This design comes from an exercise in tuning for small area, a short achievable clock period and few clock cycles per item on the open sky130 flow, not from production work. Where RTL was checked, it was by simulation tests only, not by an equivalence proof against the original.

v6:
## ex_stage_muldiv
module ex_stage_muldiv
#(
  parameter int unsigned XLEN    = 32,
  parameter int unsigned MUL_LAT = 2
) (
  input  logic            clk,
  input  logic            rst_n,
  input  logic [3:0]      ALUCode_ex,
  input  logic            ALUSrcA_ex,
  input  logic [1:0]      ALUSrcB_ex,
  input  logic [XLEN-1:0] Imm_ex,
  input  logic [XLEN-1:0] PC_ex,
  input  logic [4:0]      rs1Addr_ex,
  input  logic [4:0]      rs2Addr_ex,
  input  logic [XLEN-1:0] rs1Data_ex,
  input  logic [XLEN-1:0] rs2Data_ex,
  input  logic [XLEN-1:0] ALUResult_mem,
  input  logic [4:0]      rdAddr_mem,
  input  logic            RegWrite_mem,
  input  logic [XLEN-1:0] RegWriteData_wb,
  input  logic [4:0]      rdAddr_wb,
  input  logic            RegWrite_wb,
  input  logic            MdValid_ex,
  input  logic [2:0]      MdOp_ex,
  input  logic            Flush_ex,
  output logic [XLEN-1:0] ALUResult_ex,
  output logic [XLEN-1:0] MemWriteData_ex,
  output logic [XLEN-1:0] ALU_A,
  output logic [XLEN-1:0] ALU_B,
  output logic            Stall_ex,
  output logic            MdBusy
);
==> flow/config.mk <==
export PLATFORM = sky130hd
export DESIGN_NAME = ex_stage_muldiv
export DESIGN_NICKNAME = ex_stage_muldiv
export VERILOG_FILES = /design/flow/design.v
export SDC_FILE = /design/flow/constraint.sdc
export NUM_CORES = 4
export LEC_CHECK = 0
export ABC_AREA = 1
export CAP_MARGIN = 20
export CORE_MARGIN = 2
export CORE_UTILIZATION = 40
export SETUP_SLACK_MARGIN = 4
export SLEW_MARGIN = 20
==> flow/constraint.sdc <==
create_clock -name core_clock -period 16.0 [get_ports {clk}]
set_input_delay 3.2000 -clock core_clock [delete_from_list [all_inputs] [get_ports {clk}]]
set_output_delay 3.2000 -clock core_clock [all_outputs]
set_load 0.01 [all_outputs]
standard.sh (not shown) runs the stock make flow with config.mk's settings and CLKGATE_MAP_FILE= SYNTH_SCRIPT=/design/flow/synth_recipe.tcl, a recipe that flattens the netlist after the stock synthesis.
==> flow/flow/run.sh <==
#!/bin/bash
# The standard layout (standard.sh), except that the port buffers are plain buf_2 cells
# instead of the delay buffers buffer_ports picks by default. Every port still gets a buffer.
# make's full output goes to standard.log; ORFS's per-step logs stay under orfs/logs.
export BUFFER_PORTS_ARGS="-buffer_cell sky130_fd_sc_hd__buf_2"
bash standard.sh > standard.log 2>&1
Setup changes, v6 to v7
Settings: PLACE_DENSITY: unset -> 0.65.
Notes after the runs:
v7 against v6: critical path depth has decreased; area after detailed placement has remained practically unchanged.
Run comparison: v7 capture point of the worst path ALUResult_ex[31]; v6 capture point of the worst path ALUResult_ex[14]
Compared to v6, v7 has minimum period implied by the final worst setup slack 0.040 ns higher.
On total vias in the final route, the higher figure sits with v7, not v6.
From v6 to v7 the numbers moved as follows: area taken by flip-flops and latches fell 0.36%, ratio of cells with drive above 1 in the final layout moved up, routed wire length rose 2.6 mm, headroom to the max-slew limit fell by 1.7 points.
v6 reports its type of the worst setup path as reg -> out while v7 reports in -> out.
Function was not checked in any run of this note: the RTL went through the layout flow alone.

ex_stage_muldiv, a different RTL version from the one above (not shown whole).
Size in the first run: about 110 flip-flops, roughly 360 I/O pins.
export LEC_CHECK = 0
export ABC_AREA = 1
export CAP_MARGIN = 20
export CORE_MARGIN = 2
export CORE_UTILIZATION = 40
export SETUP_SLACK_MARGIN = 5
export SLEW_MARGIN = 20
export TNS_END_PERCENT = 0
create_clock -name core_clock -period 16.0 [get_ports {clk}]
Scripts as last shown in full above: flow/flow/run.sh
The baseline finished with timing, DRC and antenna clean.
Testbench counts at the start, summed over its fixed seeds: cycles 25,297, instrs 12,000.
Then changed:
==> flow/flow/run.sh (replaced) <==
#!/bin/bash
# The standard layout (standard.sh), except that the port buffers are plain buf_2 cells
# instead of the delay buffers buffer_ports picks by default (every port still gets a buffer),
# and that timing is not repaired again after global routing.
# make's full output goes to standard.log; ORFS's per-step logs stay under orfs/logs.
export BUFFER_PORTS_ARGS="-buffer_cell sky130_fd_sc_hd__buf_2"
export SKIP_INCREMENTAL_REPAIR=1
bash standard.sh > standard.log 2>&1
Outcome:
- The new run went through all stages and came out clean
- worst hold slack is about the same
- first-iteration DRC count shrinks by 2.1%
- via count falls by 1.2%
- worst setup slack loses 110 ps
- clock skew stays flat
Then changed:
==> flow/flow/run.sh (replaced) <==
#!/bin/bash
# The standard layout (standard.sh), except that the port buffers are plain buf_2 cells
# instead of the delay buffers buffer_ports picks by default. Every port still gets a buffer.
# make's full output goes to standard.log; ORFS's per-step logs stay under orfs/logs.
export BUFFER_PORTS_ARGS="-buffer_cell sky130_fd_sc_hd__buf_2"
bash standard.sh > standard.log 2>&1
- SETUP_SLACK_MARGIN: 5 -> 4
The new run passed the timing, design-rule and antenna checks.
Final area decreases by a few percent.
Cell count decreases slightly.
Worst hold slack barely changes.
Die area does not change.
Via count decreases slightly.

Setup of run 1:
Another version of the RTL of ex_stage_muldiv (not shown whole).
For scale: ~110 flip-flops, ~360 I/O pins.
// ex_stage_muldiv
module ex_stage_muldiv
#(
  parameter int unsigned XLEN    = 32,
  parameter int unsigned MUL_LAT = 2
) (
  input  logic            clk,
  input  logic            rst_n,
  input  logic [3:0]      ALUCode_ex,
  input  logic            ALUSrcA_ex,
  input  logic [1:0]      ALUSrcB_ex,
  input  logic [XLEN-1:0] Imm_ex,
  input  logic [XLEN-1:0] PC_ex,
  input  logic [4:0]      rs1Addr_ex,
  input  logic [4:0]      rs2Addr_ex,
  input  logic [XLEN-1:0] rs1Data_ex,
  input  logic [XLEN-1:0] rs2Data_ex,
  input  logic [XLEN-1:0] ALUResult_mem,
  input  logic [4:0]      rdAddr_mem,
  input  logic            RegWrite_mem,
  input  logic [XLEN-1:0] RegWriteData_wb,
  input  logic [4:0]      rdAddr_wb,
  input  logic            RegWrite_wb,
  input  logic            MdValid_ex,
  input  logic [2:0]      MdOp_ex,
  input  logic            Flush_ex,
  output logic [XLEN-1:0] ALUResult_ex,
  output logic [XLEN-1:0] MemWriteData_ex,
  output logic [XLEN-1:0] ALU_A,
  output logic [XLEN-1:0] ALU_B,
  output logic            Stall_ex,
  output logic            MdBusy
);
export LEC_CHECK = 0
export ABC_AREA = 1
export CAP_MARGIN = 20
export CORE_MARGIN = 2
export CORE_UTILIZATION = 40
export SETUP_SLACK_MARGIN = 3.5
export SLEW_MARGIN = 20
export TNS_END_PERCENT = 0
create_clock -name core_clock -period 16.0 [get_ports {clk}]
==> flow/flow/run.sh <==
#!/bin/bash
# The standard layout (standard.sh), except that the port buffers are plain buf_2 cells
# instead of the delay buffers buffer_ports picks by default. Every port still gets a buffer.
# make's full output goes to standard.log; ORFS's per-step logs stay under orfs/logs.
export BUFFER_PORTS_ARGS="-buffer_cell sky130_fd_sc_hd__buf_2"
bash standard.sh > standard.log 2>&1
Testbench counts of run 1, summed over its fixed seeds: cycles 23,621, instrs 12,000.
Relative to run 1, the following input files were edited for run 2:
Settings: a deleted TNS_END_PERCENT that had been 0; a change of ABC_AREA from 1 to 0; a change of SETUP_SLACK_MARGIN from 3.5 to 4.
Findings:
- On share of the cycle needed by the critical path after routing: between run 2 and run 1, it ends up lower for run 2.
- Row post-synth design cell area: run 2 higher / run 1 lower
- The run with more routed wire is run 2, not run 1.
The inputs of run 3 differ from those of run 2 as listed below.
Settings: TNS_END_PERCENT: unset -> 0; ABC_AREA: 0 -> 1; SETUP_SLACK_MARGIN: 4 -> 4.5.
==> run summary <==
Compared with run 2, run 3 shows post-cts gate resize count lower by 40%. Synthesized-area fraction occupied by xor and xnor cells was lower in the run labelled run 2. Run 3 reports a lower worst max-slew margin expressed relative to the limit than run 2 does. NOTE row count run 2->run 3 decreased by more than 10%. First-pass GRT wire length for run 3: about 22% down relative to run 2.
> inputs changed (run 3 -> run 4)
Settings: removing TNS_END_PERCENT (formerly 0); changing SETUP_SLACK_MARGIN from 4.5 to 4.
==> flow/flow/run.sh <==
#!/bin/bash
# The standard layout (standard.sh), except that the port buffers are plain buf_1 cells
# instead of the delay buffers buffer_ports picks by default. Every port still gets a buffer.
# make's full output goes to standard.log; ORFS's per-step logs stay under orfs/logs.
export BUFFER_PORTS_ARGS="-buffer_cell sky130_fd_sc_hd__buf_1"
bash standard.sh > standard.log 2>&1
==> run summary <==
- For run 3, the worst-path cell with the longest stage delay was sky130_fd_sc_hd__fa_1, unlike run 4, where it was sky130_fd_sc_hd__a2111oi_1.
- Taking run 3 as the reference, in run 4 count of placed standard cells including taps level, total met2 wirelength after detailed routing moved down, non-clock buffer total of the final layout moved down, routed via count moved down.

-- afterwards: timing with drivers on the ports --
The results above use ideal ports. As a check the final layouts listed here were re-extracted and re-timed, cells and wires unchanged. Step 1 sets driving cells, clkbuf_16 on the clock port and buf_2 on the other inputs (assumed; they add their load-dependent delay and slew). Step 2 also shifts input and output timing later by t, the mid clock arrival at the registers, as if the neighbouring blocks saw the same clock. Slacks: ideal ports / drivers / drivers and shift; pairs: ideal ports / drivers.
| run | t, ns | setup WS [ns] | worst setup path after step 2 | slew at the worst register clock pin (ns) | worst data-port slew with drivers (ns) |
|---|---|---|---|---|---|
| v6 | 0.514 | 4.058 / 3.997 / 4.146 | input to output | 0.07 / 0.07 | 0.14 |
| v7 | 0.488 | 4.018 / 3.997 / 3.997 | input to output | 0.07 / 0.07 | 0.11 |
| the first run of note 2 | 0.490 | 4.597 / 4.569 / 4.577 | input to output | 0.07 / 0.07 | 0.13 |
| the second run of note 2 | 0.495 | 4.482 / 4.464 / 4.464 | input to output | 0.07 / 0.07 | 0.12 |
| the third run of note 2 | 0.498 | 4.055 / 4.037 / 4.037 | input to output | 0.07 / 0.07 | 0.11 |
| run 1 | 0.500 | 3.728 / 3.706 / 3.706 | input to output | 0.07 / 0.07 | 0.10 |
| run 2 | 0.509 | 3.891 / 3.822 / 3.895 | input to output | 0.07 / 0.07 | 0.12 |
| run 3 | 0.510 | 4.449 / 4.385 / 4.488 | input to output | 0.07 / 0.07 | 0.10 |
| run 4 | 0.506 | 4.048 / 4.026 / 4.026 | input to output | 0.07 / 0.07 | 0.17 |
After both steps every run listed still meets setup and hold.
